From an optimization exercise on the open Yosys and OpenROAD flow, aimed at small area, a short achievable clock period and few clock cycles per item; shortcuts taken in it are not production practice.
At most, simulation tests tie the RTL to the original design; equivalence was not proved.
No functional check of the RTL was part of run 1.
No activity file was given, so power comes from the tool's default toggle rates.

==> flow/design.v, too long to show whole: its modules and the start of the top module <==
// module mul_datapath: 2074 lines
// module mul_fa: 4 lines
// module mul_ha: 4 lines
// module mul_fu: 52 lines
module mul_fu (
    input  logic         i_clk,
    input  logic         i_rst,
    input  logic         i_flush,
    input  logic         issue_valid,
    output logic         issue_ready,
    input  logic [1:0]   mul_op,
    input  logic [31:0]  rs1_v,
    input  logic [31:0]  rs2_v,
    input  logic [5:0]   pd_s,
    input  logic [3:0]   rob_num,
    input  logic [31:0]  instr_pc,
    input  logic [271:0] rvfi_in,
    output logic         fu_done,
    output logic [380:0] fu_data,
    input  logic         ack
);
  // ...
==> flow/flow/run.sh <==
#!/bin/bash
# The standard layout (the standard.sh, standard synthesis included), with
# the port buffers that global placement inserts made plain buf_1 cells instead
# of the delay cell the resizer picks by default. Every port still gets one.
set -euo pipefail
export BUFFER_PORTS_ARGS="-buffer_cell sky130_fd_sc_hd__buf_1"
bash standard.sh > standard_flow.log 2>&1
==> flow/standard.sh <==
#!/bin/bash
# synth_recipe.tcl (not shown) runs the flow's synth.tcl, then flattens the netlist and writes it again
# the make line also repeats each setting of config.mk as NAME=value (left out here)
make -C /OpenROAD-flow-scripts/flow DESIGN_CONFIG=/design/flow/config.mk WORK_HOME=/design/flow/orfs CLKGATE_MAP_FILE= SYNTH_SCRIPT=/design/flow/synth_recipe.tcl "${@:-finish}"
==> flow/config.mk <==
export PLATFORM = sky130hd
export DESIGN_NAME = mul_fu
export DESIGN_NICKNAME = mul_fu
export VERILOG_FILES = /design/flow/design.v
export SDC_FILE = /design/flow/constraint.sdc
export NUM_CORES = 4
export LEC_CHECK = 0
export ABC_AREA = 1
export CAP_MARGIN = 20
export CORE_MARGIN = 2
export CORE_UTILIZATION = 60
export CTS_BUF_LIST = sky130_fd_sc_hd__clkbuf_4 sky130_fd_sc_hd__clkbuf_8
export SETUP_SLACK_MARGIN = 4
export SLEW_MARGIN = 20
export SYNTH_HIERARCHICAL = 1
==> flow/constraint.sdc <==
create_clock -name core_clock -period 9.0 [get_ports {i_clk}]
set_input_delay 1.8000 -clock core_clock [delete_from_list [all_inputs] [get_ports {i_clk}]]
set_output_delay 1.8000 -clock core_clock [all_outputs]
set_load 0.01 [all_outputs]
==> impl_summary.txt, run 1 <==
----------------------------------------------------
[Run status]
  Outcome ... aborted with a tool error
  Stage at which the run stopped ... 5_1_grt
  Error msg ... [ERROR GRT-0116] Global routing finished with congestion. Check the congestion regions in the DRC Viewer.

[Yosys]
  Synthesized instance count ... 2957
  Largest family of logic cells by synthesized area ... adder cells
  Top cells by area in the synthesized netlist ... edfxtp_1 (34%), fa_1 (28%), xor2_1 (12%), o22ai_1 (8.4%), ha_1 (3.8%)
  Post-Synth XOR/XNOR Area ... about an eighth
  Simple-gate share of the synthesized area ... roughly 3.4%
  Async set-reset flop share out of synthesis ... 0%
  Post-synth top area cell ... edfxtp_1
  Leading register cell type out of synthesis ... edfxtp_1
  Top-count cell post-synth ... fa_1
  Avg Cell Area, Syn ... roughly 12 sq um

[Floorplanning]
  Row cnt ... slightly below 90
  Effective utilization at floorplan ... approximately three fifths

[Clock network]
  TritonCTS Buffers ... around 70
  Post-CTS setup buffer count ... between 150 and 200
  Post-cts gate resize count ... between 500 and 600
  Root cell of the clock tree ... clkbuf_8

[Place]
  Number of port buffers ... 700
  Final estimated routing congestion in global placement ... 1.18
  Number of placed instances, taps included ... between 4k and 5k
  DPL Wire Length ... between 100000 and 150000 microns
  Area of placed instances ... 39800 sq um

[Global route]
  Met2 Usage GRT ... 88.2%
  Maximum number of pins on one net before global-route repair ... 141
  GR Util met1 ... between 70 and 80%

----------------------------------------------------
==> run 2, diff against run 1 <==
--- a/flow/design.v
+++ b/flow/design.v
@@ -1602,19 +1602,19 @@
     mul_fa u_fa1089 (.a(p622), .b(c1031), .c(c1030), .s(s1089), .co(c1089));
     wire s1090, c1090;
     mul_fa u_fa1090 (.a(p588), .b(p623), .c(s1033), .s(s1090), .co(c1090));
     wire s1091, c1091;
     mul_fa u_fa1091 (.a(p554), .b(p589), .c(p624), .s(s1091), .co(c1091));
     wire s1092, c1092;
     mul_ha u_ha1092 (.a(1'b1), .b(p590), .s(s1092), .co(c1092));
     wire s1093, c1093;
-    mul_ha u_ha1093 (.a(p74), .b(p5), .s(s1093), .co(c1093));
+    mul_fa u_fa1093 (.a(p74), .b(p5), .c(p40), .s(s1093), .co(c1093));
     wire s1094, c1094;
-    mul_ha u_ha1094 (.a(p6), .b(p41), .s(s1094), .co(c1094));
+    mul_fa u_fa1094 (.a(p6), .b(p41), .c(c1093), .s(s1094), .co(c1094));
     wire s1095, c1095;
     mul_fa u_fa1095 (.a(p42), .b(p77), .c(s1034), .s(s1095), .co(c1095));
     wire s1096, c1096;
     mul_fa u_fa1096 (.a(p78), .b(c1034), .c(s1035), .s(s1096), .co(c1096));
     wire s1097, c1097;
     mul_fa u_fa1097 (.a(c1035), .b(s928), .c(s1036), .s(s1097), .co(c1097));
     wire s1098, c1098;
     mul_fa u_fa1098 (.a(s929), .b(c1036), .c(s1037), .s(s1098), .co(c1098));
@@ -1649,97 +1649,21 @@
     wire s1113, c1113;
     mul_fa u_fa1113 (.a(s959), .b(c1051), .c(s1052), .s(s1113), .co(c1113));
     wire s1114, c1114;
     mul_fa u_fa1114 (.a(s961), .b(c1052), .c(s1053), .s(s1114), .co(c1114));
     wire s1115, c1115;
     mul_fa u_fa1115 (.a(s963), .b(c1053), .c(s1054), .s(s1115), .co(c1115));
     wire s1116, c1116;
     mul_fa u_fa1116 (.a(s965), .b(c1054), .c(s1055), .s(s1116), .co(c1116));
-    wire s1117, c1117;
-    mul_fa u_fa1117 (.a(s967), .b(c1055), .c(s1056), .s(s1117), .co(c1117));
-    wire s1118, c1118;
-    mul_fa u_fa1118 (.a(s969), .b(c1056), .c(s1057), .s(s1118), .co(c1118));
-    wire s1119, c1119;
-    mul_fa u_fa1119 (.a(s971), .b(c1057), .c(s1058), .s(s1119), .co(c1119));
-    wire s1120, c1120;
-    mul_fa u_fa1120 (.a(s973), .b(c1058), .c(s1059), .s(s1120), .co(c1120));
-    wire s1121, c1121;
-    mul_fa u_fa1121 (.a(s975), .b(c1059), .c(s1060), .s(s1121), .co(c1121));
-    wire s1122, c1122;
-    mul_fa u_fa1122 (.a(s977), .b(c1060), .c(s1061), .s(s1122), .co(c1122));
-    wire s1123, c1123;
-    mul_fa u_fa1123 (.a(s979), .b(c1061), .c(s1062), .s(s1123), .co(c1123));
-    wire s1124, c1124;
-    mul_fa u_fa1124 (.a(s981), .b(c1062), .c(s1063), .s(s1124), .co(c1124));
-    wire s1125, c1125;
-    mul_fa u_fa1125 (.a(s983), .b(c1063), .c(s1064), .s(s1125), .co(c1125));
-    wire s1126, c1126;
-    mul_fa u_fa1126 (.a(s985), .b(c1064), .c(s1065), .s(s1126), .co(c1126));
-    wire s1127, c1127;
-    mul_fa u_fa1127 (.a(s987), .b(c1065), .c(s1066), .s(s1127), .co(c1127));
-    wire s1128, c1128;
-    mul_fa u_fa1128 (.a(s989), .b(c1066), .c(s1067), .s(s1128), .co(c1128));
-    wire s1129, c1129;
-    mul_fa u_fa1129 (.a(s991), .b(c1067), .c(s1068), .s(s1129), .co(c1129));
-    wire s1130, c1130;
-    mul_fa u_fa1130 (.a(s993), .b(c1068), .c(s1069), .s(s1130), .co(c1130));
-    wire s1131, c1131;
-    mul_fa u_fa1131 (.a(s995), .b(c1069), .c(s1070), .s(s1131), .co(c1131));
-    wire s1132, c1132;
-    mul_fa u_fa1132 (.a(s997), .b(c1070), .c(s1071), .s(s1132), .co(c1132));
-    wire s1133, c1133;
-    mul_fa u_fa1133 (.a(s999), .b(c1071), .c(s1072), .s(s1133), .co(c1133));
-    wire s1134, c1134;
-    mul_fa u_fa1134 (.a(s1001), .b(c1072), .c(s1073), .s(s1134), .co(c1134));
-    wire s1135, c1135;
-    mul_fa u_fa1135 (.a(c1001), .b(s1074), .c(c1073), .s(s1135), .co(c1135));
-    wire s1136, c1136;
-    mul_fa u_fa1136 (.a(c1003), .b(s1075), .c(c1074), .s(s1136), .co(c1136));
-    wire s1137, c1137;
-    mul_fa u_fa1137 (.a(s1007), .b(c1075), .c(s1076), .s(s1137), .co(c1137));
-    wire s1138, c1138;
-    mul_fa u_fa1138 (.a(s1009), .b(c1076), .c(s1077), .s(s1138), .co(c1138));
-    wire s1139, c1139;
-    mul_fa u_fa1139 (.a(s1011), .b(c1077), .c(s1078), .s(s1139), .co(c1139));
-    wire s1140, c1140;
-    mul_fa u_fa1140 (.a(s1013), .b(c1078), .c(s1079), .s(s1140), .co(c1140));
-    wire s1141, c1141;
-    mul_fa u_fa1141 (.a(s1015), .b(c1079), .c(s1080), .s(s1141), .co(c1141));
-    wire s1142, c1142;
-    mul_fa u_fa1142 (.a(s1017), .b(c1080), .c(s1081), .s(s1142), .co(c1142));
-    wire s1143, c1143;
-    mul_fa u_fa1143 (.a(c1017), .b(s1082), .c(c1081), .s(s1143), .co(c1143));
-    wire s1144, c1144;
-    mul_fa u_fa1144 (.a(c1019), .b(s1083), .c(c1082), .s(s1144), .co(c1144));
-    wire s1145, c1145;
-    mul_fa u_fa1145 (.a(s1023), .b(c1083), .c(s1084), .s(s1145), .co(c1145));
-    wire s1146, c1146;
-    mul_fa u_fa1146 (.a(s1025), .b(c1084), .c(s1085), .s(s1146), .co(c1146));
-    wire s1147, c1147;
-    mul_fa u_fa1147 (.a(s1027), .b(c1085), .c(s1086), .s(s1147), .co(c1147));
-    wire s1148, c1148;
-    mul_fa u_fa1148 (.a(c1027), .b(s1087), .c(c1086), .s(s1148), .co(c1148));
-    wire s1149, c1149;
-    mul_fa u_fa1149 (.a(c1029), .b(s1088), .c(c1087), .s(s1149), .co(c1149));
-    wire s1150, c1150;
-    mul_fa u_fa1150 (.a(s1032), .b(c1088), .c(s1089), .s(s1150), .co(c1150));
-    wire s1151, c1151;
-    mul_fa u_fa1151 (.a(c1032), .b(s1090), .c(c1089), .s(s1151), .co(c1151));
-    wire s1152, c1152;
-    mul_fa u_fa1152 (.a(c1033), .b(s1091), .c(c1090), .s(s1152), .co(c1152));
-    wire s1153, c1153;
-    mul_fa u_fa1153 (.a(p625), .b(s1092), .c(c1091), .s(s1153), .co(c1153));
-    wire s1154, c1154;
-    mul_fa u_fa1154 (.a(p591), .b(p626), .c(c1092), .s(s1154), .co(c1154));
     logic r_hi;
-    logic [126:0] r_s;
+    logic [163:0] r_s;
     always_ff @(posedge i_clk) if (i_en) begin
         r_hi <= (i_op != 2'b00);
-        r_s <= {s1154, c1153, s1153, c1152, s1152, c1151, s1151, c1150, s1150, c1149, s1149, c1148, s1148, c1147, s1147, c1146, s1146, c1145, s1145, c1144, s1144, c1143, s1143, c1142, s1142, c1141, s1141, c1140, s1140, c1139, s1139, c1138, s1138, c1137, s1137, c1136, s1136, c1135, s1135, c1134, s1134, c1133, s1133, c1132, s1132, c1131, s1131, c1130, s1130, c1129, s1129, c1128, s1128, c1127, s1127, c1126, s1126, c1125, s1125, c1124, s1124, c1123, s1123, c1122, s1122, c1121, s1121, c1120, s1120, c1119, s1119, c1118, s1118, c1117, s1117, c1116, s1116, c1115, s1115, c1114, s1114, c1113, s1113, c1112, s1112, c1111, s1111, c1110, s1110, c1109, s1109, c1108, s1108, c1107, s1107, c1106, s1106, c1105, s1105, c1104, s1104, c1103, s1103, c1102, s1102, c1101, s1101, c1100, s1100, c1099, s1099, c1098, s1098, c1097, s1097, c1096, s1096, c1095, s1095, c1094, s1094, c1093, p40, s1093, p4, p3, p37};
+        r_s <= {p626, p591, c1092, p625, s1092, c1091, c1033, s1091, c1090, c1032, s1090, c1089, s1032, s1089, c1088, c1029, s1088, c1087, c1027, s1087, c1086, s1027, s1086, c1085, s1025, s1085, c1084, s1023, s1084, c1083, c1019, s1083, c1082, c1017, s1082, c1081, s1017, s1081, c1080, s1015, s1080, c1079, s1013, s1079, c1078, s1011, s1078, c1077, s1009, s1077, c1076, s1007, s1076, c1075, c1003, s1075, c1074, c1001, s1074, c1073, s1001, s1073, c1072, s999, s1072, c1071, s997, s1071, c1070, s995, s1070, c1069, s993, s1069, c1068, s991, s1068, c1067, s989, s1067, c1066, s987, s1066, c1065, s985, s1065, c1064, s983, s1064, c1063, s981, s1063, c1062, s979, s1062, c1061, s977, s1061, c1060, s975, s1060, c1059, s973, s1059, c1058, s971, s1058, c1057, s969, s1057, c1056, c1116, s967, s1056, c1055, s1116, c1115, s1115, c1114, s1114, c1113, s1113, c1112, s1112, c1111, s1111, c1110, s1110, c1109, s1109, c1108, s1108, c1107, s1107, c1106, s1106, c1105, s1105, c1104, s1104, c1103, s1103, c1102, s1102, c1101, s1101, c1100, s1100, c1099, s1099, c1098, s1098, c1097, s1097, c1096, s1096, c1095, s1095, c1094, s1094, s1093, p4, p3, p37};
     end
     wire r_s0 = r_s[0];
     wire r_s1 = r_s[1];
     wire r_s2 = r_s[2];
     wire r_s3 = r_s[3];
     wire r_s4 = r_s[4];
     wire r_s5 = r_s[5];
     wire r_s6 = r_s[6];
@@ -1858,262 +1782,132 @@
     wire r_s119 = r_s[119];
     wire r_s120 = r_s[120];
     wire r_s121 = r_s[121];
     wire r_s122 = r_s[122];
     wire r_s123 = r_s[123];
     wire r_s124 = r_s[124];
     wire r_s125 = r_s[125];
     wire r_s126 = r_s[126];
-    wire [63:0] w_x = {r_s125, r_s123, r_s121, r_s119, r_s117, r_s115, r_s113, r_s111, r_s109, r_s107, r_s105, r_s103, r_s101, r_s99, r_s97, r_s95, r_s93, r_s91, r_s89, r_s87, r_s85, r_s83, r_s81, r_s79, r_s77, r_s75, r_s73, r_s71, r_s69, r_s67, r_s65, r_s63, r_s61, r_s59, r_s57, r_s55, r_s53, r_s51, r_s49, r_s47, r_s45, r_s43, r_s41, r_s39, r_s37, r_s35, r_s33, r_s31, r_s29, r_s27, r_s25, r_s23, r_s21, r_s19, r_s17, r_s15, r_s13, r_s11, r_s9, r_s7, r_s5, r_s3, r_s2, r_s0};
-    wire [63:0] w_y = {r_s126, r_s124, r_s122, r_s120, r_s118, r_s116, r_s114, r_s112, r_s110, r_s108, r_s106, r_s104, r_s102, r_s100, r_s98, r_s96, r_s94, r_s92, r_s90, r_s88, r_s86, r_s84, r_s82, r_s80, r_s78, r_s76, r_s74, r_s72, r_s70, r_s68, r_s66, r_s64, r_s62, r_s60, r_s58, r_s56, r_s54, r_s52, r_s50, r_s48, r_s46, r_s44, r_s42, r_s40, r_s38, r_s36, r_s34, r_s32, r_s30, r_s28, r_s26, r_s24, r_s22, r_s20, r_s18, r_s16, r_s14, r_s12, r_s10, r_s8, r_s6, r_s4, 1'b0, r_s1};
-    wire [63:0] w_g0 = w_x & w_y;
-    wire [63:0] w_p0 = w_x ^ w_y;
-    wire pg1 = w_g0[1] | (w_p0[1] & w_g0[0]);
-    wire pp1 = w_p0[1] & w_p0[0];
-    wire pg2 = w_g0[3] | (w_p0[3] & w_g0[2]);
-    wire pp2 = w_p0[3] & w_p0[2];
-    wire pg3 = w_g0[5] | (w_p0[5] & w_g0[4]);
-    wire pp3 = w_p0[5] & w_p0[4];
-    wire pg4 = w_g0[7] | (w_p0[7] & w_g0[6]);
-    wire pp4 = w_p0[7] & w_p0[6];
-    wire pg5 = w_g0[9] | (w_p0[9] & w_g0[8]);
-    wire pp5 = w_p0[9] & w_p0[8];
-    wire pg6 = w_g0[11] | (w_p0[11] & w_g0[10]);
-    wire pp6 = w_p0[11] & w_p0[10];
-    wire pg7 = w_g0[13] | (w_p0[13] & w_g0[12]);
-    wire pp7 = w_p0[13] & w_p0[12];
-    wire pg8 = w_g0[15] | (w_p0[15] & w_g0[14]);
-    wire pp8 = w_p0[15] & w_p0[14];
-    wire pg9 = w_g0[17] | (w_p0[17] & w_g0[16]);
-    wire pp9 = w_p0[17] & w_p0[16];
-    wire pg10 = w_g0[19] | (w_p0[19] & w_g0[18]);
-    wire pp10 = w_p0[19] & w_p0[18];
-    wire pg11 = w_g0[21] | (w_p0[21] & w_g0[20]);
-    wire pp11 = w_p0[21] & w_p0[20];
-    wire pg12 = w_g0[23] | (w_p0[23] & w_g0[22]);
-    wire pp12 = w_p0[23] & w_p0[22];
-    wire pg13 = w_g0[25] | (w_p0[25] & w_g0[24]);
-    wire pp13 = w_p0[25] & w_p0[24];
-    wire pg14 = w_g0[27] | (w_p0[27] & w_g0[26]);
-    wire pp14 = w_p0[27] & w_p0[26];
-    wire pg15 = w_g0[29] | (w_p0[29] & w_g0[28]);
-    wire pp15 = w_p0[29] & w_p0[28];
-    wire pg16 = w_g0[31] | (w_p0[31] & w_g0[30]);
-    wire pp16 = w_p0[31] & w_p0[30];
-    wire pg17 = w_g0[33] | (w_p0[33] & w_g0[32]);
-    wire pp17 = w_p0[33] & w_p0[32];
-    wire pg18 = w_g0[35] | (w_p0[35] & w_g0[34]);
-    wire pp18 = w_p0[35] & w_p0[34];
-    wire pg19 = w_g0[37] | (w_p0[37] & w_g0[36]);
-    wire pp19 = w_p0[37] & w_p0[36];
-    wire pg20 = w_g0[39] | (w_p0[39] & w_g0[38]);
-    wire pp20 = w_p0[39] & w_p0[38];
-    wire pg21 = w_g0[41] | (w_p0[41] & w_g0[40]);
-    wire pp21 = w_p0[41] & w_p0[40];
-    wire pg22 = w_g0[43] | (w_p0[43] & w_g0[42]);
-    wire pp22 = w_p0[43] & w_p0[42];
-    wire pg23 = w_g0[45] | (w_p0[45] & w_g0[44]);
-    wire pp23 = w_p0[45] & w_p0[44];
-    wire pg24 = w_g0[47] | (w_p0[47] & w_g0[46]);
-    wire pp24 = w_p0[47] & w_p0[46];
-    wire pg25 = w_g0[49] | (w_p0[49] & w_g0[48]);
-    wire pp25 = w_p0[49] & w_p0[48];
-    wire pg26 = w_g0[51] | (w_p0[51] & w_g0[50]);
-    wire pp26 = w_p0[51] & w_p0[50];
-    wire pg27 = w_g0[53] | (w_p0[53] & w_g0[52]);
-    wire pp27 = w_p0[53] & w_p0[52];
-    wire pg28 = w_g0[55] | (w_p0[55] & w_g0[54]);
-    wire pp28 = w_p0[55] & w_p0[54];
-    wire pg29 = w_g0[57] | (w_p0[57] & w_g0[56]);
-    wire pp29 = w_p0[57] & w_p0[56];
-    wire pg30 = w_g0[59] | (w_p0[59] & w_g0[58]);
-    wire pp30 = w_p0[59] & w_p0[58];
-    wire pg31 = w_g0[61] | (w_p0[61] & w_g0[60]);
-    wire pp31 = w_p0[61] & w_p0[60];
-    wire pg32 = w_g0[63] | (w_p0[63] & w_g0[62]);
-    wire pp32 = w_p0[63] & w_p0[62];
-    wire pg33 = pg2 | (pp2 & pg1);
-    wire pp33 = pp2 & pp1;
-    wire pg34 = pg4 | (pp4 & pg3);
-    wire pp34 = pp4 & pp3;
-    wire pg35 = pg6 | (pp6 & pg5);
-    wire pp35 = pp6 & pp5;
-    wire pg36 = pg8 | (pp8 & pg7);
-    wire pp36 = pp8 & pp7;
-    wire pg37 = pg10 | (pp10 & pg9);
-    wire pp37 = pp10 & pp9;
-    wire pg38 = pg12 | (pp12 & pg11);
-    wire pp38 = pp12 & pp11;
-    wire pg39 = pg14 | (pp14 & pg13);
-    wire pp39 = pp14 & pp13;
-    wire pg40 = pg16 | (pp16 & pg15);
-    wire pp40 = pp16 & pp15;
-    wire pg41 = pg18 | (pp18 & pg17);
-    wire pp41 = pp18 & pp17;
-    wire pg42 = pg20 | (pp20 & pg19);
-    wire pp42 = pp20 & pp19;
-    wire pg43 = pg22 | (pp22 & pg21);
-    wire pp43 = pp22 & pp21;
-    wire pg44 = pg24 | (pp24 & pg23);
-    wire pp44 = pp24 & pp23;
-    wire pg45 = pg26 | (pp26 & pg25);
-    wire pp45 = pp26 & pp25;
-    wire pg46 = pg28 | (pp28 & pg27);
-    wire pp46 = pp28 & pp27;
-    wire pg47 = pg30 | (pp30 & pg29);
-    wire pp47 = pp30 & pp29;
-    wire pg48 = pg32 | (pp32 & pg31);
-    wire pp48 = pp32 & pp31;
-    wire pg49 = pg34 | (pp34 & pg33);
-    wire pp49 = pp34 & pp33;
-    wire pg50 = pg36 | (pp36 & pg35);
-    wire pp50 = pp36 & pp35;
-    wire pg51 = pg38 | (pp38 & pg37);
-    wire pp51 = pp38 & pp37;
-    wire pg52 = pg40 | (pp40 & pg39);
-    wire pp52 = pp40 & pp39;
-    wire pg53 = pg42 | (pp42 & pg41);
-    wire pp53 = pp42 & pp41;
-    wire pg54 = pg44 | (pp44 & pg43);
-    wire pp54 = pp44 & pp43;
-    wire pg55 = pg46 | (pp46 & pg45);
-    wire pp55 = pp46 & pp45;
-    wire pg56 = pg48 | (pp48 & pg47);
-    wire pp56 = pp48 & pp47;
-    wire pg57 = pg50 | (pp50 & pg49);
-    wire pp57 = pp50 & pp49;
-    wire pg58 = pg52 | (pp52 & pg51);
-    wire pp58 = pp52 & pp51;
-    wire pg59 = pg54 | (pp54 & pg53);
-    wire pp59 = pp54 & pp53;
-    wire pg60 = pg56 | (pp56 & pg55);
-    wire pp60 = pp56 & pp55;
-    wire pg61 = pg58 | (pp58 & pg57);
-    wire pp61 = pp58 & pp57;
-    wire pg62 = pg60 | (pp60 & pg59);
-    wire pp62 = pp60 & pp59;
-    wire pg63 = pg62 | (pp62 & pg61);
-    wire pp63 = pp62 & pp61;
-    wire pg64 = pg59 | (pp59 & pg61);
-    wire pp64 = pp59 & pp61;
-    wire pg65 = pg51 | (pp51 & pg57);
-    wire pp65 = pp51 & pp57;
-    wire pg66 = pg53 | (pp53 & pg61);
-    wire pp66 = pp53 & pp61;
-    wire pg67 = pg55 | (pp55 & pg64);
-    wire pp67 = pp55 & pp64;
-    wire pg68 = pg35 | (pp35 & pg49);
-    wire pp68 = pp35 & pp49;
-    wire pg69 = pg37 | (pp37 & pg57);
-    wire pp69 = pp37 & pp57;
-    wire pg70 = pg39 | (pp39 & pg65);
-    wire pp70 = pp39 & pp65;
-    wire pg71 = pg41 | (pp41 & pg61);
-    wire pp71 = pp41 & pp61;
-    wire pg72 = pg43 | (pp43 & pg66);
-    wire pp72 = pp43 & pp66;
-    wire pg73 = pg45 | (pp45 & pg64);
-    wire pp73 = pp45 & pp64;
-    wire pg74 = pg47 | (pp47 & pg67);
-    wire pp74 = pp47 & pp67;
-    wire pg75 = pg3 | (pp3 & pg33);
-    wire pp75 = pp3 & pp33;
-    wire pg76 = pg5 | (pp5 & pg49);
-    wire pp76 = pp5 & pp49;
-    wire pg77 = pg7 | (pp7 & pg68);
-    wire pp77 = pp7 & pp68;
-    wire pg78 = pg9 | (pp9 & pg57);
-    wire pp78 = pp9 & pp57;
-    wire pg79 = pg11 | (pp11 & pg69);
-    wire pp79 = pp11 & pp69;
-    wire pg80 = pg13 | (pp13 & pg65);
-    wire pp80 = pp13 & pp65;
-    wire pg81 = pg15 | (pp15 & pg70);
-    wire pp81 = pp15 & pp70;
-    wire pg82 = pg17 | (pp17 & pg61);
-    wire pp82 = pp17 & pp61;
-    wire pg83 = pg19 | (pp19 & pg71);
-    wire pp83 = pp19 & pp71;
-    wire pg84 = pg21 | (pp21 & pg66);
-    wire pp84 = pp21 & pp66;
-    wire pg85 = pg23 | (pp23 & pg72);
-    wire pp85 = pp23 & pp72;
-    wire pg86 = pg25 | (pp25 & pg64);
-    wire pp86 = pp25 & pp64;
-    wire pg87 = pg27 | (pp27 & pg73);
-    wire pp87 = pp27 & pp73;
-    wire pg88 = pg29 | (pp29 & pg67);
-    wire pp88 = pp29 & pp67;
-    wire pg89 = pg31 | (pp31 & pg74);
-    wire pp89 = pp31 & pp74;
-    wire pg90 = w_g0[2] | (w_p0[2] & pg1);
-    wire pp90 = w_p0[2] & pp1;
-    wire pg91 = w_g0[4] | (w_p0[4] & pg33);
-    wire pp91 = w_p0[4] & pp33;
-    wire pg92 = w_g0[6] | (w_p0[6] & pg75);
-    wire pp92 = w_p0[6] & pp75;
-    wire pg93 = w_g0[8] | (w_p0[8] & pg49);
-    wire pp93 = w_p0[8] & pp49;
-    wire pg94 = w_g0[10] | (w_p0[10] & pg76);
-    wire pp94 = w_p0[10] & pp76;
-    wire pg95 = w_g0[12] | (w_p0[12] & pg68);
-    wire pp95 = w_p0[12] & pp68;
-    wire pg96 = w_g0[14] | (w_p0[14] & pg77);
-    wire pp96 = w_p0[14] & pp77;
-    wire pg97 = w_g0[16] | (w_p0[16] & pg57);
-    wire pp97 = w_p0[16] & pp57;
-    wire pg98 = w_g0[18] | (w_p0[18] & pg78);
-    wire pp98 = w_p0[18] & pp78;
-    wire pg99 = w_g0[20] | (w_p0[20] & pg69);
-    wire pp99 = w_p0[20] & pp69;
-    wire pg100 = w_g0[22] | (w_p0[22] & pg79);
-    wire pp100 = w_p0[22] & pp79;
-    wire pg101 = w_g0[24] | (w_p0[24] & pg65);
-    wire pp101 = w_p0[24] & pp65;
-    wire pg102 = w_g0[26] | (w_p0[26] & pg80);
-    wire pp102 = w_p0[26] & pp80;
-    wire pg103 = w_g0[28] | (w_p0[28] & pg70);
-    wire pp103 = w_p0[28] & pp70;
-    wire pg104 = w_g0[30] | (w_p0[30] & pg81);
-    wire pp104 = w_p0[30] & pp81;
-    wire pg105 = w_g0[32] | (w_p0[32] & pg61);
-    wire pp105 = w_p0[32] & pp61;
-    wire pg106 = w_g0[34] | (w_p0[34] & pg82);
-    wire pp106 = w_p0[34] & pp82;
-    wire pg107 = w_g0[36] | (w_p0[36] & pg71);
-    wire pp107 = w_p0[36] & pp71;
-    wire pg108 = w_g0[38] | (w_p0[38] & pg83);
-    wire pp108 = w_p0[38] & pp83;
-    wire pg109 = w_g0[40] | (w_p0[40] & pg66);
-    wire pp109 = w_p0[40] & pp66;
-    wire pg110 = w_g0[42] | (w_p0[42] & pg84);
-    wire pp110 = w_p0[42] & pp84;
-    wire pg111 = w_g0[44] | (w_p0[44] & pg72);
-    wire pp111 = w_p0[44] & pp72;
-    wire pg112 = w_g0[46] | (w_p0[46] & pg85);
-    wire pp112 = w_p0[46] & pp85;
-    wire pg113 = w_g0[48] | (w_p0[48] & pg64);
-    wire pp113 = w_p0[48] & pp64;
-    wire pg114 = w_g0[50] | (w_p0[50] & pg86);
-    wire pp114 = w_p0[50] & pp86;
-    wire pg115 = w_g0[52] | (w_p0[52] & pg73);
-    wire pp115 = w_p0[52] & pp73;
-    wire pg116 = w_g0[54] | (w_p0[54] & pg87);
-    wire pp116 = w_p0[54] & pp87;
-    wire pg117 = w_g0[56] | (w_p0[56] & pg67);
-    wire pp117 = w_p0[56] & pp67;
-    wire pg118 = w_g0[58] | (w_p0[58] & pg88);
-    wire pp118 = w_p0[58] & pp88;
-    wire pg119 = w_g0[60] | (w_p0[60] & pg74);
-    wire pp119 = w_p0[60] & pp74;
-    wire pg120 = w_g0[62] | (w_p0[62] & pg89);
-    wire pp120 = w_p0[62] & pp89;
-    wire [63:0] w_cy = {pg120, pg89, pg119, pg74, pg118, pg88, pg117, pg67, pg116, pg87, pg115, pg73, pg114, pg86, pg113, pg64, pg112, pg85, pg111, pg72, pg110, pg84, pg109, pg66, pg108, pg83, pg107, pg71, pg106, pg82, pg105, pg61, pg104, pg81, pg103, pg70, pg102, pg80, pg101, pg65, pg100, pg79, pg99, pg69, pg98, pg78, pg97, pg57, pg96, pg77, pg95, pg68, pg94, pg76, pg93, pg49, pg92, pg75, pg91, pg33, pg90, pg1, w_g0[0], 1'b0};
-    wire [63:0] w_sum = w_p0 ^ w_cy;
+    wire r_s127 = r_s[127];
+    wire r_s128 = r_s[128];
+    wire r_s129 = r_s[129];
+    wire r_s130 = r_s[130];
+    wire r_s131 = r_s[131];
+    wire r_s132 = r_s[132];
+    wire r_s133 = r_s[133];
+    wire r_s134 = r_s[134];
+    wire r_s135 = r_s[135];
+    wire r_s136 = r_s[136];
+    wire r_s137 = r_s[137];
+    wire r_s138 = r_s[138];
+    wire r_s139 = r_s[139];
+    wire r_s140 = r_s[140];
+    wire r_s141 = r_s[141];
+    wire r_s142 = r_s[142];
+    wire r_s143 = r_s[143];
+    wire r_s144 = r_s[144];
+    wire r_s145 = r_s[145];
+    wire r_s146 = r_s[146];
+    wire r_s147 = r_s[147];
+    wire r_s148 = r_s[148];
+    wire r_s149 = r_s[149];
+    wire r_s150 = r_s[150];
+    wire r_s151 = r_s[151];
+    wire r_s152 = r_s[152];
+    wire r_s153 = r_s[153];
+    wire r_s154 = r_s[154];
+    wire r_s155 = r_s[155];
+    wire r_s156 = r_s[156];
+    wire r_s157 = r_s[157];
+    wire r_s158 = r_s[158];
+    wire r_s159 = r_s[159];
+    wire r_s160 = r_s[160];
+    wire r_s161 = r_s[161];
+    wire r_s162 = r_s[162];
+    wire r_s163 = r_s[163];
+    wire s1117, c1117;
+    mul_fa u_fa1117 (.a(r_s49), .b(r_s50), .c(r_s51), .s(s1117), .co(c1117));
+    wire s1118, c1118;
+    mul_fa u_fa1118 (.a(r_s53), .b(r_s54), .c(r_s55), .s(s1118), .co(c1118));
+    wire s1119, c1119;
+    mul_fa u_fa1119 (.a(r_s56), .b(r_s57), .c(r_s58), .s(s1119), .co(c1119));
+    wire s1120, c1120;
+    mul_fa u_fa1120 (.a(r_s59), .b(r_s60), .c(r_s61), .s(s1120), .co(c1120));
+    wire s1121, c1121;
+    mul_fa u_fa1121 (.a(r_s62), .b(r_s63), .c(r_s64), .s(s1121), .co(c1121));
+    wire s1122, c1122;
+    mul_fa u_fa1122 (.a(r_s65), .b(r_s66), .c(r_s67), .s(s1122), .co(c1122));
+    wire s1123, c1123;
+    mul_fa u_fa1123 (.a(r_s68), .b(r_s69), .c(r_s70), .s(s1123), .co(c1123));
+    wire s1124, c1124;
+    mul_fa u_fa1124 (.a(r_s71), .b(r_s72), .c(r_s73), .s(s1124), .co(c1124));
+    wire s1125, c1125;
+    mul_fa u_fa1125 (.a(r_s74), .b(r_s75), .c(r_s76), .s(s1125), .co(c1125));
+    wire s1126, c1126;
+    mul_fa u_fa1126 (.a(r_s77), .b(r_s78), .c(r_s79), .s(s1126), .co(c1126));
+    wire s1127, c1127;
+    mul_fa u_fa1127 (.a(r_s80), .b(r_s81), .c(r_s82), .s(s1127), .co(c1127));
+    wire s1128, c1128;
+    mul_fa u_fa1128 (.a(r_s83), .b(r_s84), .c(r_s85), .s(s1128), .co(c1128));
+    wire s1129, c1129;
+    mul_fa u_fa1129 (.a(r_s86), .b(r_s87), .c(r_s88), .s(s1129), .co(c1129));
+    wire s1130, c1130;
+    mul_fa u_fa1130 (.a(r_s89), .b(r_s90), .c(r_s91), .s(s1130), .co(c1130));
+    wire s1131, c1131;
+    mul_fa u_fa1131 (.a(r_s92), .b(r_s93), .c(r_s94), .s(s1131), .co(c1131));
+    wire s1132, c1132;
+    mul_fa u_fa1132 (.a(r_s95), .b(r_s96), .c(r_s97), .s(s1132), .co(c1132));
+    wire s1133, c1133;
+    mul_fa u_fa1133 (.a(r_s98), .b(r_s99), .c(r_s100), .s(s1133), .co(c1133));
+    wire s1134, c1134;
+    mul_fa u_fa1134 (.a(r_s101), .b(r_s102), .c(r_s103), .s(s1134), .co(c1134));
+    wire s1135, c1135;
+    mul_fa u_fa1135 (.a(r_s104), .b(r_s105), .c(r_s106), .s(s1135), .co(c1135));
+    wire s1136, c1136;
+    mul_fa u_fa1136 (.a(r_s107), .b(r_s108), .c(r_s109), .s(s1136), .co(c1136));
+    wire s1137, c1137;
+    mul_fa u_fa1137 (.a(r_s110), .b(r_s111), .c(r_s112), .s(s1137), .co(c1137));
+    wire s1138, c1138;
+    mul_fa u_fa1138 (.a(r_s113), .b(r_s114), .c(r_s115), .s(s1138), .co(c1138));
+    wire s1139, c1139;
+    mul_fa u_fa1139 (.a(r_s116), .b(r_s117), .c(r_s118), .s(s1139), .co(c1139));
+    wire s1140, c1140;
+    mul_fa u_fa1140 (.a(r_s119), .b(r_s120), .c(r_s121), .s(s1140), .co(c1140));
+    wire s1141, c1141;
+    mul_fa u_fa1141 (.a(r_s122), .b(r_s123), .c(r_s124), .s(s1141), .co(c1141));
+    wire s1142, c1142;
+    mul_fa u_fa1142 (.a(r_s125), .b(r_s126), .c(r_s127), .s(s1142), .co(c1142));
+    wire s1143, c1143;
+    mul_fa u_fa1143 (.a(r_s128), .b(r_s129), .c(r_s130), .s(s1143), .co(c1143));
+    wire s1144, c1144;
+    mul_fa u_fa1144 (.a(r_s131), .b(r_s132), .c(r_s133), .s(s1144), .co(c1144));
+    wire s1145, c1145;
+    mul_fa u_fa1145 (.a(r_s134), .b(r_s135), .c(r_s136), .s(s1145), .co(c1145));
+    wire s1146, c1146;
+    mul_fa u_fa1146 (.a(r_s137), .b(r_s138), .c(r_s139), .s(s1146), .co(c1146));
+    wire s1147, c1147;
+    mul_fa u_fa1147 (.a(r_s140), .b(r_s141), .c(r_s142), .s(s1147), .co(c1147));
+    wire s1148, c1148;
+    mul_fa u_fa1148 (.a(r_s143), .b(r_s144), .c(r_s145), .s(s1148), .co(c1148));
+    wire s1149, c1149;
+    mul_fa u_fa1149 (.a(r_s146), .b(r_s147), .c(r_s148), .s(s1149), .co(c1149));
+    wire s1150, c1150;
+    mul_fa u_fa1150 (.a(r_s149), .b(r_s150), .c(r_s151), .s(s1150), .co(c1150));
+    wire s1151, c1151;
+    mul_fa u_fa1151 (.a(r_s152), .b(r_s153), .c(r_s154), .s(s1151), .co(c1151));
+    wire s1152, c1152;
+    mul_fa u_fa1152 (.a(r_s155), .b(r_s156), .c(r_s157), .s(s1152), .co(c1152));
+    wire s1153, c1153;
+    mul_fa u_fa1153 (.a(r_s158), .b(r_s159), .c(r_s160), .s(s1153), .co(c1153));
+    wire s1154, c1154;
+    mul_fa u_fa1154 (.a(r_s161), .b(r_s162), .c(r_s163), .s(s1154), .co(c1154));
+    wire [63:0] w_x = {c1153, c1152, c1151, c1150, c1149, c1148, c1147, c1146, c1145, c1144, c1143, c1142, c1141, c1140, c1139, c1138, c1137, c1136, c1135, c1134, c1133, c1132, c1131, c1130, c1129, c1128, c1127, c1126, c1125, c1124, c1123, c1122, c1121, c1120, c1119, c1118, c1117, s1117, r_s47, r_s45, r_s43, r_s41, r_s39, r_s37, r_s35, r_s33, r_s31, r_s29, r_s27, r_s25, r_s23, r_s21, r_s19, r_s17, r_s15, r_s13, r_s11, r_s9, r_s7, r_s5, r_s4, r_s3, r_s2, r_s0};
+    wire [63:0] w_y = {s1154, s1153, s1152, s1151, s1150, s1149, s1148, s1147, s1146, s1145, s1144, s1143, s1142, s1141, s1140, s1139, s1138, s1137, s1136, s1135, s1134, s1133, s1132, s1131, s1130, s1129, s1128, s1127, s1126, s1125, s1124, s1123, s1122, s1121, s1120, s1119, s1118, r_s52, r_s48, r_s46, r_s44, r_s42, r_s40, r_s38, r_s36, r_s34, r_s32, r_s30, r_s28, r_s26, r_s24, r_s22, r_s20, r_s18, r_s16, r_s14, r_s12, r_s10, r_s8, r_s6, 1'b0, 1'b0, 1'b0, r_s1};
+    wire [63:0] w_sum = w_x + w_y;
     assign o_result = r_hi ? w_sum[63:32] : w_sum[31:0];
 endmodule
 module mul_fa (input logic a, input logic b, input logic c, output logic s, output logic co);
     assign s  = a ^ b ^ c;
     assign co = (a & b) | (a & c) | (b & c);
 endmodule
 module mul_ha (input logic a, input logic b, output logic s, output logic co);
     assign s  = a ^ b;
--- a/flow/config.mk
+++ b/flow/config.mk
@@ -5,11 +5,11 @@
 export SDC_FILE = /design/flow/constraint.sdc
 export NUM_CORES = 4
 export LEC_CHECK = 0
 export ABC_AREA = 1
 export CAP_MARGIN = 20
 export CORE_MARGIN = 2
 export CORE_UTILIZATION = 60
 export CTS_BUF_LIST = sky130_fd_sc_hd__clkbuf_4 sky130_fd_sc_hd__clkbuf_8
-export SETUP_SLACK_MARGIN = 4
+export SETUP_SLACK_MARGIN = 3.4
 export SLEW_MARGIN = 20
 export SYNTH_HIERARCHICAL = 1
==> impl_summary.txt, run 2 <==
----------------------------------------------------
[Run status]
  Outcome ... no timing/DRC/antenna violations (was aborted with a tool error)

[Yosys]
  Post-synth top area cell ... edfxtp_1 (unchanged)
  Top cells by area in the synthesized netlist ... edfxtp_1 (33%), fa_1 (24%), xor2_1 (11%), o22ai_1 (7.6%), nand2_1 (6.1%) (was edfxtp_1 (34%), fa_1 (28%), xor2_1 (12%), o22ai_1 (8.4%), ha_1 (3.8%))
  Async set-reset flop share out of synthesis ... 0% (unchanged)
  Leading register cell type out of synthesis ... edfxtp_1 (unchanged)
  Fraction of the yosys area taken by sequential cells ... 33.5% (was 34.2%)
  Synthesized-area fraction occupied by ao, oa, aoi and oai cells ... 10.7% (was 11.5%)
  Yosys warnings ... 8 (unchanged)
  Simple-gate share of the synthesized area ... 9.93% (was 3.36%)
  Synthesized flop and latch total ... 448 (was 411)
  Area share of the leading cell type in the synthesized netlist ... 33.4% (was 34.2%)
  Top-count cell post-synth ... nand2_1 (was fa_1)
  Post-synthesis instance area ... 40200 sq um (was 36000 sq um)
  Distinct cell type count after synthesis ... 42 (was 43)
  Post-Synth XOR/XNOR Area ... 11.0% (was 12.8%)
  Leading post-synthesis cells by instance count ... nand2_1 (648), xor2_1 (501), o22ai_1 (485) (was fa_1 (512), xor2_1 (505), o22ai_1 (485))
  Multiplexer fraction of the synthesized cell area ... 0% (was 0.139%)
  Avg Cell Area, Syn ... 10.3 sq um (was 12.2 sq um)
  Largest family of logic cells by synthesized area ... adder cells (unchanged)
  Post-synthesis adder-cell area fraction ... 27.4% (was 32.2%)
  Number of synthesized flops with an enable pin ... 447 (was 410)
  Synthesized instance count ... 3886 (was 2957)

[Global route]
  Aggregate global routing overflow ... 0
  Initial antenna violation count ... 26
  Maximum number of pins on one net before global-route repair ... 176
  GRT Resource Usage Total ... between 40% and 50%
  First-pass GRT wire length ... between 200000 and 250000 microns
  Number of global-route vias before repair ... 32.6k

[Clock network]
  CTS hold repair buffers ... 0 (unchanged)
  Sinks on the clock net ... 448 (was 411)
  Clk latency of the worst-skew pair ... ~0.70 ns
  Maximum root-to-sink buffer count ... 3 (unchanged)
  Root cell of the clock tree ... clkbuf_8 (unchanged)
  Post-CTS setup buffer count ... 0 (was 163)
  Clock H-tree levels ... 3 (unchanged)
  TritonCTS Buffers ... 77 (was 71)
  Clock edge transition at the registers on the reported setup and hold paths ... around 0.070 ns
  TritonCTS clock tree ... built

[Timing]
  Max-slew violation count ... 0
  Setup-failing EPs final ... 0
  Slack of the critical path ... roughly 3.4 ns
  Slew at the pin with the worst max-slew slack ... 1.16 ns
  Maximum clock rate ... roughly 0.18 GHz
  Setup repair after global routing missed its margin ... true
  Setup TNS ... 0 ns
  Clock skew after layout ... roughly 0.028 ns
  Post-Route Hold Slack ... about 1 ns
  Final min period ... roughly 5.6 ns
  Hold violation total from the final report ... 0
  Crit share post-route ... slightly above 60%
  Slew Limit Headroom ... approximately 22%

[Detailed routing]
  Post-detailed-route count of antenna-violating nets ... 0
  Routed len/inst ... 29.1 microns
  Number of detailed-route iterations in the first pass ... 6
  Total via count in the routed design ... roughly 34k
  DRT Wirelength ... roughly 160000 microns
  Drt first-iter violations ... around 5.3k
  Drt drc ... 0
  Vias per cell ... approximately 6.3

[Worst setup path]
  Critical Path Start Type ... input port
  Register-to-Register Setup Slack ... roughly 6.3 ns
  CP max FO ... 20
  CP arrival ... about 6 ns
  Required time of the critical path ... approximately 9.4 ns
  Kind of end point of the critical path ... flop
  Critical path class ... input port to flop

[Cells and area]
  Biggest registers after layout ... r_rvfi_hi x176, u_dp.r_s x164, r_rvfi_lo x64
  Proportion of layout cells with a drive suffix above 1 ... around 8.1%
  Area added between synthesis and finish ... 11.4%
  Largest register by flop count ... r_rvfi_hi
  Number of flip-flops in the largest register ... between 150 and 200
  Final std cells w/o fill ... between 5k and 6k
  Count of nets after finishing ... around 5.4k
  Leading cell type in the layout, fill and taps excluded ... buf_1
  Final instance area ... between 40000 and 50000 sq um
  Flip-flop and latch area ... between 10000 and 15000 sq um
  Number of fill cells in the layout ... 5402
  Commonest non-fill, non-tap cells in the layout ... buf_1 (684), nand2_1 (634), xor2_1 (501)
  Area of combinational cells with multiple inputs ... around 24000 sq um

[Power and ir drop]
  Net switching fraction of the power ... 53.6%
  Maximum ir drop on the vdd rail ... ~0.43 mV
  Power share of the sequential group ... between 10% and 20%
  Power density normalized to cell area ... 447 nW/um^2
  Clock power frac ... under 10%
  Leakage ... around 19 nW
  Net switching component of the power ... roughly 11 mW
  Combinational fraction of design power ... between 70% and 80%
  Cell Int Power ... between 9 and 10 mW

[Floorplanning]
  Number of primary I/O pins ... 768 (unchanged)
  Die X ... 263 microns (was 249 microns)
  Core Box Area ... 66000 sq um
  Die boundary height ... 263 microns (was 249 microns)
  Die area ... 69000 sq um
  Row cnt ... 94 (was 89)
  Effective utilization at floorplan ... 60.9% (about the same)

[Place]
  Final estimated routing congestion in global placement ... 1.02 (was 1.18)
  DPL Wire Length ... 115000 microns (was 121000 microns)
  Number of placed instances, taps included ... 5242 (was 4221)
  Number of port buffers ... 700 (unchanged)
  Worst slack at placement ... 2.33 ns (was 1.99 ns)
  Area of placed instances ... 43100 sq um (was 39800 sq um)

[Worst hold path]
  Class of the tightest hold or removal check ... flop to flop

[Flow run]
  Max capacitance violation total ... 0

----------------------------------------------------
run 2: worst paths after layout:
check	from	endpoint	cells after the start
worst max-delay path	rs1_v[27]	u_dp.r_s[102]	10
worst min-delay path	r_valid	r_rvfi_hi[107]	1
worst max register to register	r_valid	r_rvfi_hi[63]	3
worst min register to register	r_valid	r_rvfi_hi[107]	1
run 2: routing by layer:
metal	global-route usage, %	vias to the layer above	share of wire, %
met3	22.4	531	18
met4	16.1	14	4.5
li1	-	14100	-
met2	63.3	2900	41
met1	59.9	16500	36
met5	2.36	-	0.28
run 2: kinds of logic after synthesis:
logic type	after synthesis
and+or+nand+nor	946
buffers and inverters	707
AOI/OAI and AO/OA	693
adders and majority gates	588
xor gates and xnor gates	502
DFF	448
other	2
run 2: worst max-delay path: stages:
cell and delay (ns):
buf_1 0.18, inv_1 0.89, buf_4 0.41, o22ai_1 0.14, xor2_1 0.19, fa_1 0.47
fa_1 0.43, fa_1 0.47, fa_1 0.45, fa_1 0.57
run 2: repair_timing:
action,CTS,global route
resized for setup,10,30
setup endpoints to repair,42,53
hold endpoints to repair,0,0
run 2: power by group through the flow:
| stage | sequential (mW) | combinational, mW | clock, mW |
|---|---|---|---|
| 6_report | 3.51 | 14.7 | 1.83 |
| 5_1_grt | 3.55 | 15.7 | 1.94 |
| 2_1_floorplan | 3.52 | 9.11 | 0 |
| 4_1_cts | 3.51 | 14.0 | 1.86 |
| 3_3_place_gp | 3.54 | 13.7 | 0 |
| 3_5_place_dp | 3.55 | 14.0 | 0 |
run 2: final cells by class:
class,instances,share of cell area [%]
Antenna cell,11,0.0615
Clock buffer,99,2.75
Clock inverter,36,0.570
Inverter,367,3.08
Multi-Input combinational cell,2780,53.6
Sequential cell,448,30.0
Tap cell,864,2.42
Timing Repair Buffer,783,7.46
run 2: through the flow:
stage / utilization (%) / total power [mW]
6_report: 67.8 / 20.0
5_1_grt: 67.8 / 21.2
4_1_cts: 67.6 / 19.4
3_3_place_gp: 65.3 / 17.2
2_1_floorplan: - / 12.6
3_5_place_dp: 65.3 / 17.5
run 2: per-module statistics from Yosys (local to each module, per instance):
module / cells inside / flops+latches / cell area (sq um)
mul_fa: 1 / 0 / 20.0
mul_datapath: 3001 / 165 / 20900
mul_ha: 1 / 0 / 12.5
mul_fu: 358 / 283 / 9030
Testbench counts of run 2, summed over its fixed seeds: cycles 2,056, ops 2,048.
==> run 3, diff against run 2 <==
--- a/flow/config.mk
+++ b/flow/config.mk
@@ -10,6 +10,6 @@
 export CORE_MARGIN = 2
 export CORE_UTILIZATION = 60
 export CTS_BUF_LIST = sky130_fd_sc_hd__clkbuf_4 sky130_fd_sc_hd__clkbuf_8
-export SETUP_SLACK_MARGIN = 3.4
+export SETUP_SLACK_MARGIN = 4
 export SLEW_MARGIN = 20
 export SYNTH_HIERARCHICAL = 1
==> impl_summary.txt, run 3 <==
----------------------------------------------------
[Cells and area]
  Count of nets after finishing ... 5604 (was 5430)
  Number of fill cells in the layout ... 4505 (was 5402)
  Proportion of layout cells with a drive suffix above 1 ... 22.1% (was 8.13%)
  Leading cell type in the layout, fill and taps excluded ... buf_1 (unchanged)
  Largest register by flop count ... r_rvfi_hi (unchanged)
  Biggest registers after layout ... r_rvfi_hi x176, u_dp.r_s x164, r_rvfi_lo x64 (unchanged)
  Number of flip-flops in the largest register ... 176 (unchanged)
  Commonest non-fill, non-tap cells in the layout ... buf_1 (602), xor2_1 (492), nand2_1 (488) (was buf_1 (684), nand2_1 (634), xor2_1 (501))
  Area added between synthesis and finish ... 24.1% (was 11.4%)

[Yosys]
  Area share of the leading cell type in the synthesized netlist ... 33.4% (unchanged)
  Post-synth top area cell ... edfxtp_1 (unchanged)
  Top cells by area in the synthesized netlist ... edfxtp_1 (33%), fa_1 (24%), xor2_1 (11%), o22ai_1 (7.6%), nand2_1 (6.1%) (unchanged)
  Leading register cell type out of synthesis ... edfxtp_1 (unchanged)
  Fraction of the yosys area taken by sequential cells ... 33.5% (unchanged)
  Yosys warnings ... 8 (unchanged)
  Synthesized flop and latch total ... 448 (unchanged)
  Distinct cell type count after synthesis ... 42 (unchanged)
  Leading post-synthesis cells by instance count ... nand2_1 (648), xor2_1 (501), o22ai_1 (485) (unchanged)
  Synthesized instance count ... 3886 (unchanged)
  Post-synthesis instance area ... 40200 sq um (unchanged)
  Async set-reset flop share out of synthesis ... 0% (unchanged)
  Top-count cell post-synth ... nand2_1 (unchanged)
  Number of synthesized flops with an enable pin ... 447 (unchanged)
  Avg Cell Area, Syn ... 10.3 sq um (unchanged)

[Timing]
  Maximum clock rate ... 0.190 GHz (was 0.178 GHz)
  Setup repair after global routing missed its margin ... true (unchanged)
  Hold violation total from the final report ... 0 (unchanged)
  Slew at the pin with the worst max-slew slack ... 1.05 ns (was 1.16 ns)
  Final min period ... 5.26 ns (was 5.61 ns)
  Max-slew violation count ... 0 (unchanged)
  Setup-failing EPs final ... 0 (unchanged)
  Setup TNS ... 0 ns (unchanged)
  Clock skew after layout ... 0.0356 ns (was 0.0281 ns)
  Crit share post-route ... 58.5% (was 62.4%)
  Slew Limit Headroom ... 29.9% (was 22.3%)

[Floorplanning]
  Effective utilization at floorplan ... 60.9% (unchanged)
  Core Box Area ... 66000 sq um (unchanged)
  Row cnt ... 94 (unchanged)
  Die boundary height ... 263 microns (unchanged)
  Die area ... 69000 sq um (unchanged)
  Number of primary I/O pins ... 768 (unchanged)
  Die X ... 263 microns (unchanged)

[Clock network]
  Clk latency of the worst-skew pair ... 0.72 ns (was 0.70 ns)
  CTS hold repair buffers ... 0 (unchanged)
  Clock edge transition at the registers on the reported setup and hold paths ... 0.07 ns (about the same)
  Clock H-tree levels ... 3 (unchanged)
  TritonCTS clock tree ... built (unchanged)
  Sinks on the clock net ... 448 (unchanged)
  TritonCTS Buffers ... 78 (was 77)
  Root cell of the clock tree ... clkbuf_8 (unchanged)
  Maximum root-to-sink buffer count ... 3 (unchanged)

[Worst setup path]
  Critical Path Start Type ... flop (was input port)
  Required time of the critical path ... 7.20 ns (was 9.39 ns)
  CP arrival ... 3.46 ns (was 6.00 ns)
  Delay-heaviest family, CP ... adder cells (unchanged)
  Cell with the largest stage delay on the worst path ... fa_2 (was inv_1)
  Most common cell on crit path ... nand2_2 (was fa_1)
  Largest stage delay, worst path ... 0.72 ns (was 0.89 ns)
  Worst-path cell chain ... fa_2 -> ha_4 -> nand2_1 -> nand2_2 -> inv_1 -> nand2_2 -> a21oi_2 -> nand2_2 -> a21oi_4 -> nand2_2 -> nand2_1 -> nand3_1 -> nand2_2 -> buf_6 (was buf_1 -> inv_1 -> buf_4 -> o22ai_1 -> xor2_1 -> fa_1 -> fa_1 -> fa_1 -> fa_1 -> fa_1)
  Critical path class ... flop to output pin (was input port to flop)
  Kind of end point of the critical path ... output pin (was flop)
  Buf+Inv Stages, Crit Path ... 2 (was 3)
  CP max FO ... 4 (was 20)

[Place]
  Number of port buffers ... 700 (unchanged)
  DPL Wire Length ... 121000 microns (was 115000 microns)
  Final estimated routing congestion in global placement ... 1.02 (about the same)

[Detailed routing]
  Routed len/inst ... 31.7 microns (was 29.1 microns)
  Vias per cell ... 6.66 (was 6.32)
  Post-detailed-route count of antenna-violating nets ... 0 (unchanged)
  Total via count in the routed design ... 37.1k (was 34.0k)
  DRT Wirelength ... 177000 microns (was 157000 microns)
  Number of detailed-route iterations in the first pass ... 8 (was 6)
  Drt first-iter violations ... 6483 (was 5321)
  Drt drc ... 0 (unchanged)

[Power and ir drop]
  Power density normalized to cell area ... 492 nW/um^2 (was 447 nW/um^2)
  Maximum ir drop on the vdd rail ... 0.350 mV (was 0.426 mV)
  Leakage ... 20.5 nW (was 18.7 nW)
  Total Power Consumption ... 24.5 mW (was 20.0 mW)

[Global route]
  GRT Resource Usage Total ... 48.6% (was 45.0%)
  Number of global-route vias before repair ... 34.7k (was 32.6k)
  Aggregate global routing overflow ... 0 (unchanged)
  Initial antenna violation count ... 30 (was 26)
  First-pass GRT wire length ... 240000 microns (was 224000 microns)
  Maximum number of pins on one net before global-route repair ... 185 (was 176)

[Run status]
  Outcome ... no timing/DRC/antenna violations (unchanged)

[Flow run]
  Max capacitance violation total ... 0 (unchanged)

[Worst hold path]
  Class of the tightest hold or removal check ... flop to flop (unchanged)

----------------------------------------------------
[run 3: cell counts after synthesis]
No cell type changed its count.
[run 3: kinds of logic after synthesis]
group           count (synthesis)  synth area share [%]
other cells                     2                0.0187
flops                         448                  33.5
buf+inv                       707                  7.59
fa+ha+maj                     588                  27.4
simple gates                  946                  9.93
xor+xnor                      502                  11.0
compound gates                693                  10.7
[run 3: power breakdown]
group	total, mW	switching, mW	internal, mW
Clock	1.95	0.949	1.00
Sequential	3.53	0.247	3.28
Combinational	19.0	11.5	7.50
Total	24.5	12.7	11.8
[run 3: final cells by class]
class | instances | area (sq um) | area share, %
Sequential cell | 448 | 13400 | 27.0
Inverter | 367 | 1450 | 2.90
Antenna cell | 21 | 52.6 | 0.106
Clock inverter | 44 | 345 | 0.693
Clock buffer | 98 | 1220 | 2.46
Tap cell | 864 | 1080 | 2.17
Timing Repair inverter | 1 | 7.51 | 0.0151
Multi-Input combinational cell | 2793 | 26500 | 53.2
Timing Repair Buffer | 942 | 5720 | 11.5
[run 3: what timing repair did]
action                                  4_1_cts  5_1_grt
pin swaps                                    86      150
resized for setup                           441      294
buffers inserted                             67       76
cloned                                       12       14
endpoints found under the setup margin      167      110
[run 3: through the flow]
stage	setup slack, ns	std cells	util (%)	instance area, sq um	hold slack (ns)
global placement	2.30	5246	66.2	43700	0.911
finish	3.74	5578	75.5	49800	0.897
CTS	3.86	5467	72.4	47800	0.927
detailed placement	2.28	5246	66.2	43700	0.925
floorplan	3.59	3935	-	41500	1.90
global route	3.69	5564	75.4	49800	0.943
[run 3: path summary, 6_finish.rpt]
check / startpoint / end / slack [ns] / cells past startpoint
worst max-delay path: u_dp.r_s[100] / fu_data[95] / 3.74 / 14
worst min register to register: r_valid / u_dp.r_s[8] / 0.90 / 1
worst max register to register: r_valid / r_pd_s[2] / 6.17 / 3
worst min-delay path: r_valid / u_dp.r_s[8] / 0.90 / 1
[run 3: per-module statistics from Yosys, one instance, submodules excluded]
module        cell area, sq um  flops+latches
mul_datapath             20900            165
mul_fu                    9030            283
mul_fa                    20.0              0
mul_ha                    12.5              0
[run 3: metal layers]
layer / part of all wire, % / global-route usage (%) / wire length, microns / vias up
met1: 35 / 63.4 / 61400 / 17700
met4: 7.5 / 24.9 / 13200 / 10
met2: 40 / 66.9 / 70300 / 3822
li1: - / - / - / 14500
met5: 0.074 / 0.347 / 131 / -
met3: 18 / 23.9 / 31600 / 1058
[run 3: worst reg2reg max path: cells and delay by family (launching register included)]
kind,cells,cell delay (ns)
flip-flops,1,0.36
buffers and inverters,2,1.59
AND/OR/NAND/NOR,1,0.34
==> run 4, diff against run 3 <==
--- a/flow/config.mk
+++ b/flow/config.mk
@@ -10,6 +10,6 @@
 export CORE_MARGIN = 2
 export CORE_UTILIZATION = 60
 export CTS_BUF_LIST = sky130_fd_sc_hd__clkbuf_4 sky130_fd_sc_hd__clkbuf_8
-export SETUP_SLACK_MARGIN = 4
+export SETUP_SLACK_MARGIN = 3.7
 export SLEW_MARGIN = 20
 export SYNTH_HIERARCHICAL = 1
==> impl_summary.txt, run 4 <==
----------------------------------------------------
[Power and ir drop]
  Net switching fraction of the power ... 52.6% (was 51.9%)
  Power density normalized to cell area ... 463 nW/um^2 (was 492 nW/um^2)
  Clock power frac ... 8.5% (was 8.0%)
  Maximum ir drop on the vdd rail ... 0.296 mV (was 0.350 mV)
  Combinational fraction of design power ... 74.9% (was 77.6%)
  Net switching component of the power ... 11.2 mW (was 12.7 mW)
  Power share of the sequential group ... 16.7% (was 14.4%)
  Leakage ... 18.9 nW (was 20.5 nW)
  Cell Int Power ... 10.1 mW (was 11.8 mW)

[Cells and area]
  Area added between synthesis and finish ... 14.4% (was 24.1%)
  Proportion of layout cells with a drive suffix above 1 ... 11.9% (was 22.1%)
  Final std cells w/o fill ... 5402 (was 5578)
  Final instance area ... 45900 sq um (was 49800 sq um)
  Commonest non-fill, non-tap cells in the layout ... buf_1 (658), nand2_1 (603), xor2_1 (500) (was buf_1 (602), xor2_1 (492), nand2_1 (488))
  Biggest registers after layout ... r_rvfi_hi x176, u_dp.r_s x164, r_rvfi_lo x64 (unchanged)
  Leading cell type in the layout, fill and taps excluded ... buf_1 (unchanged)
  Number of flip-flops in the largest register ... 176 (unchanged)
  Layout Utilization ... 69.6% (was 75.5%)
  Count of nets after finishing ... 5454 (was 5604)
  Largest register by flop count ... r_rvfi_hi (unchanged)

[Worst setup path]
  Worst-path cell chain ... buf_1 -> buf_12 -> nand2_2 -> nand2_8 -> buf_8 -> o22ai_1 -> xor2_1 -> fa_1 -> fa_1 -> fa_1 -> fa_1 -> fa_1 (was fa_2 -> ha_4 -> nand2_1 -> nand2_2 -> inv_1 -> nand2_2 -> a21oi_2 -> nand2_2 -> a21oi_4 -> nand2_2 -> nand2_1 -> nand3_1 -> nand2_2 -> buf_6)
  Delay-heaviest family, CP ... adder cells (unchanged)
  Critical Path Start Type ... input port (was flop)
  Required time of the critical path ... 9.42 ns (was 7.20 ns)
  CP arrival ... 5.71 ns (was 3.46 ns)
  Critical path class ... input port to flop (was flop to output pin)
  Most common cell on crit path ... fa_1 (was nand2_2)
  CP max FO ... 35 (was 4)
  Largest stage delay, worst path ... 0.55 ns (was 0.72 ns)
  Buf+Inv Stages, Crit Path ... 3 (was 2)
  Cell with the largest stage delay on the worst path ... fa_1 (was fa_2)
  Kind of end point of the critical path ... flop (was output pin)

[Timing]
  Setup TNS ... 0 ns (unchanged)
  Hold violation total from the final report ... 0 (unchanged)
  Clock skew after layout ... 0.0125 ns (was 0.0356 ns)
  Max-slew violation count ... 0 (unchanged)
  Final min period ... 5.29 ns (was 5.26 ns)
  Setup repair after global routing missed its margin ... true (unchanged)
  Maximum clock rate ... 0.189 GHz (was 0.190 GHz)
  Setup-failing EPs final ... 0 (unchanged)
  Slew at the pin with the worst max-slew slack ... 1.05 ns (about the same)
  Crit share post-route ... 58.7% (was 58.5%)
  Slew Limit Headroom ... 30.2% (was 29.9%)
  Slack of the critical path ... 3.71 ns (was 3.74 ns)

[Yosys]
  Post-synth top area cell ... edfxtp_1 (unchanged)
  Avg Cell Area, Syn ... 10.3 sq um (unchanged)
  Fraction of the yosys area taken by sequential cells ... 33.5% (unchanged)
  Yosys warnings ... 8 (unchanged)
  Leading post-synthesis cells by instance count ... nand2_1 (648), xor2_1 (501), o22ai_1 (485) (unchanged)
  Top-count cell post-synth ... nand2_1 (unchanged)
  Synthesized instance count ... 3886 (unchanged)
  Leading register cell type out of synthesis ... edfxtp_1 (unchanged)
  Top cells by area in the synthesized netlist ... edfxtp_1 (33%), fa_1 (24%), xor2_1 (11%), o22ai_1 (7.6%), nand2_1 (6.1%) (unchanged)
  Async set-reset flop share out of synthesis ... 0% (unchanged)
  Post-synthesis instance area ... 40200 sq um (unchanged)
  Number of synthesized flops with an enable pin ... 447 (unchanged)
  Synthesized flop and latch total ... 448 (unchanged)
  Distinct cell type count after synthesis ... 42 (unchanged)
  Area share of the leading cell type in the synthesized netlist ... 33.4% (unchanged)

[Floorplanning]
  Die boundary height ... 263 microns (unchanged)
  Die X ... 263 microns (unchanged)
  Die area ... 69000 sq um (unchanged)
  Core Box Area ... 66000 sq um (unchanged)
  Effective utilization at floorplan ... 60.9% (unchanged)
  Row cnt ... 94 (unchanged)
  Number of primary I/O pins ... 768 (unchanged)

[Detailed routing]
  Routed len/inst ... 29.5 microns (was 31.7 microns)
  Post-detailed-route count of antenna-violating nets ... 0 (unchanged)
  Drt drc ... 0 (unchanged)
  Number of detailed-route iterations in the first pass ... 10 (was 8)
  Vias per cell ... 6.39 (was 6.66)
  DRT Wirelength ... 159000 microns (was 177000 microns)
  Drt first-iter violations ... 4871 (was 6483)
  Total via count in the routed design ... 34.5k (was 37.1k)

[Global route]
  First-pass GRT wire length ... 224000 microns (was 240000 microns)
  Aggregate global routing overflow ... 0 (unchanged)
  Number of global-route vias before repair ... 32.7k (was 34.7k)
  Initial antenna violation count ... 16 (was 30)
  Maximum number of pins on one net before global-route repair ... 171 (was 185)
  GRT Resource Usage Total ... 45.1% (was 48.6%)

[Clock network]
  Clk latency of the worst-skew pair ... 0.70 ns (was 0.72 ns)
  Clock H-tree levels ... 3 (unchanged)
  TritonCTS clock tree ... built (unchanged)
  CTS hold repair buffers ... 0 (unchanged)
  Clock edge transition at the registers on the reported setup and hold paths ... 0.06 ns (was 0.07 ns)
  TritonCTS Buffers ... 77 (was 78)
  Sinks on the clock net ... 448 (unchanged)
  Root cell of the clock tree ... clkbuf_8 (unchanged)
  Maximum root-to-sink buffer count ... 3 (unchanged)

[Worst hold path]
  Class of the tightest hold or removal check ... flop to flop (unchanged)

[Place]
  Number of placed instances, taps included ... 5245 (was 5246)
  Final estimated routing congestion in global placement ... 1.01 (was 1.02)
  Area of placed instances ... 43100 sq um (was 43700 sq um)
  Worst slack at placement ... 2.40 ns (was 2.28 ns)
  Number of port buffers ... 700 (unchanged)
  DPL Wire Length ... 116000 microns (was 121000 microns)

[Run status]
  Outcome ... no timing/DRC/antenna violations (unchanged)

[Flow run]
  Max capacitance violation total ... 0 (unchanged)

----------------------------------------------------
-- run 4: cell counts after synthesis --
No cell type changed its count.
-- run 4: layer usage --
| metal | routed length [microns] | GRT usage [%] | part of all wire, % |
|---|---|---|---|
| met4 | 7850 | 17.6 | 4.9 |
| met5 | 115 | 0.762 | 0.072 |
| met1 | 57000 | 59.9 | 36 |
| met3 | 28300 | 22.4 | 18 |
| met2 | 66000 | 63.4 | 41 |
-- run 4: layout make-up --
type	count	area [sq um]
multi-input combinational	2781	24800
fill	5243	20100
sequential	448	13400
timing repair buffer	805	3710
inverter	367	1400
clock buffer	93	1190
tap	864	1080
clock inverter	34	249
antenna	9	22.5
timing repair inverter	1	5.00
-- run 4: timing repair --
item | CTS | global route
setup buffers | 6 | 12
endpoints found under the setup margin | 124 | 100
hold endpoints to repair | 0 | 0
resized for setup | 113 | 193
pin swaps | 6 | 42
cloned | 1 | 2
-- run 4: worst paths after layout --
check,from,end,slack (ns),cells after the start
min reg2reg,r_valid,r_rvfi_hi[137],0.91,1
min,r_valid,r_rvfi_hi[137],0.91,1
max,mul_op[1],u_dp.r_s[84],3.71,12
max reg2reg,r_valid,u_dp.r_s[150],6.40,3
-- run 4: power by group through the flow --
stage | registers [mW] | logic (mW) | clock network [mW]
floorplan | 3.52 | 9.11 | 0
global placement | 3.55 | 13.5 | 0
detailed placement | 3.56 | 13.7 | 0
CTS | 3.53 | 14.1 | 1.82
global route | 3.58 | 17.1 | 1.90
finish | 3.54 | 15.9 | 1.80
-- run 4: stage by stage --
step                power, mW  hold WS [ns]
finish                   21.2         0.911
global placement         17.0         0.898
floorplan                12.6          1.90
global route             22.5         0.949
detailed placement       17.3         0.904
CTS                      19.5         0.911
-- run 4: modules after synthesis, one instance, submodules excluded --
module | area [sq um] | cells inside | flip-flops and latches | copies in the design
mul_datapath | 20900 | 3001 | 165 | 1
mul_fa | 20.0 | 1 | 0 | 483
mul_fu | 9030 | 358 | 283 | 1
mul_ha | 12.5 | 1 | 0 | 44
-- run 4: worst reg2reg max path, cell delays in order (launching register included) --
cell and delay, ns:
dfxtp_1 0.39, nand2_8 0.32, buf_4 0.69, buf_4 0.77
-- run 4: cells by family after synthesis --
group | Yosys count | synth area share, %
other | 2 | 0.0187
AO/OA/AOI/OAI | 693 | 10.7
XOR/XNOR | 502 | 11.0
adder cells (fa/ha/maj) | 588 | 27.4
AND/OR/NAND/NOR | 946 | 9.93
flip-flops | 448 | 33.5
buffers and inverters | 707 | 7.59

==> what the ideal ports hide <==
The results above use ideal ports. As a check the final layouts listed here were re-extracted and re-timed, cells and wires unchanged. Step 1, drivers: a clkbuf_16 drives i_clk and a buf_2 each remaining input, both assumed. Step 2 adds t to the input delays and takes it off the output delays; t is the mean of the earliest and latest rising clock arrival at the registers after step 1. Input paths then give back, and output paths get back, about the clock's delay inside the block. a / b / c = ideal ports / drivers / drivers and shift; a / b = the first two.
| run | t, ns | slack for setup (ns) | worst register clock-pin slew, ns |
|---|---|---|---|
| run 2 | 0.742 | 3.385 / 3.387 / 2.655 | 0.08 / 0.08 |
| run 3 | 0.764 | 3.739 / 3.673 / 3.138 | 0.07 / 0.07 |
| run 4 | 0.758 | 3.714 / 3.684 / 2.970 | 0.07 / 0.07 |
After both steps setup and hold are still met in every run listed. For run 4, which loses most, drivers alone change the setup slack by -0.030 ns; drivers and shift together by -0.744 ns.
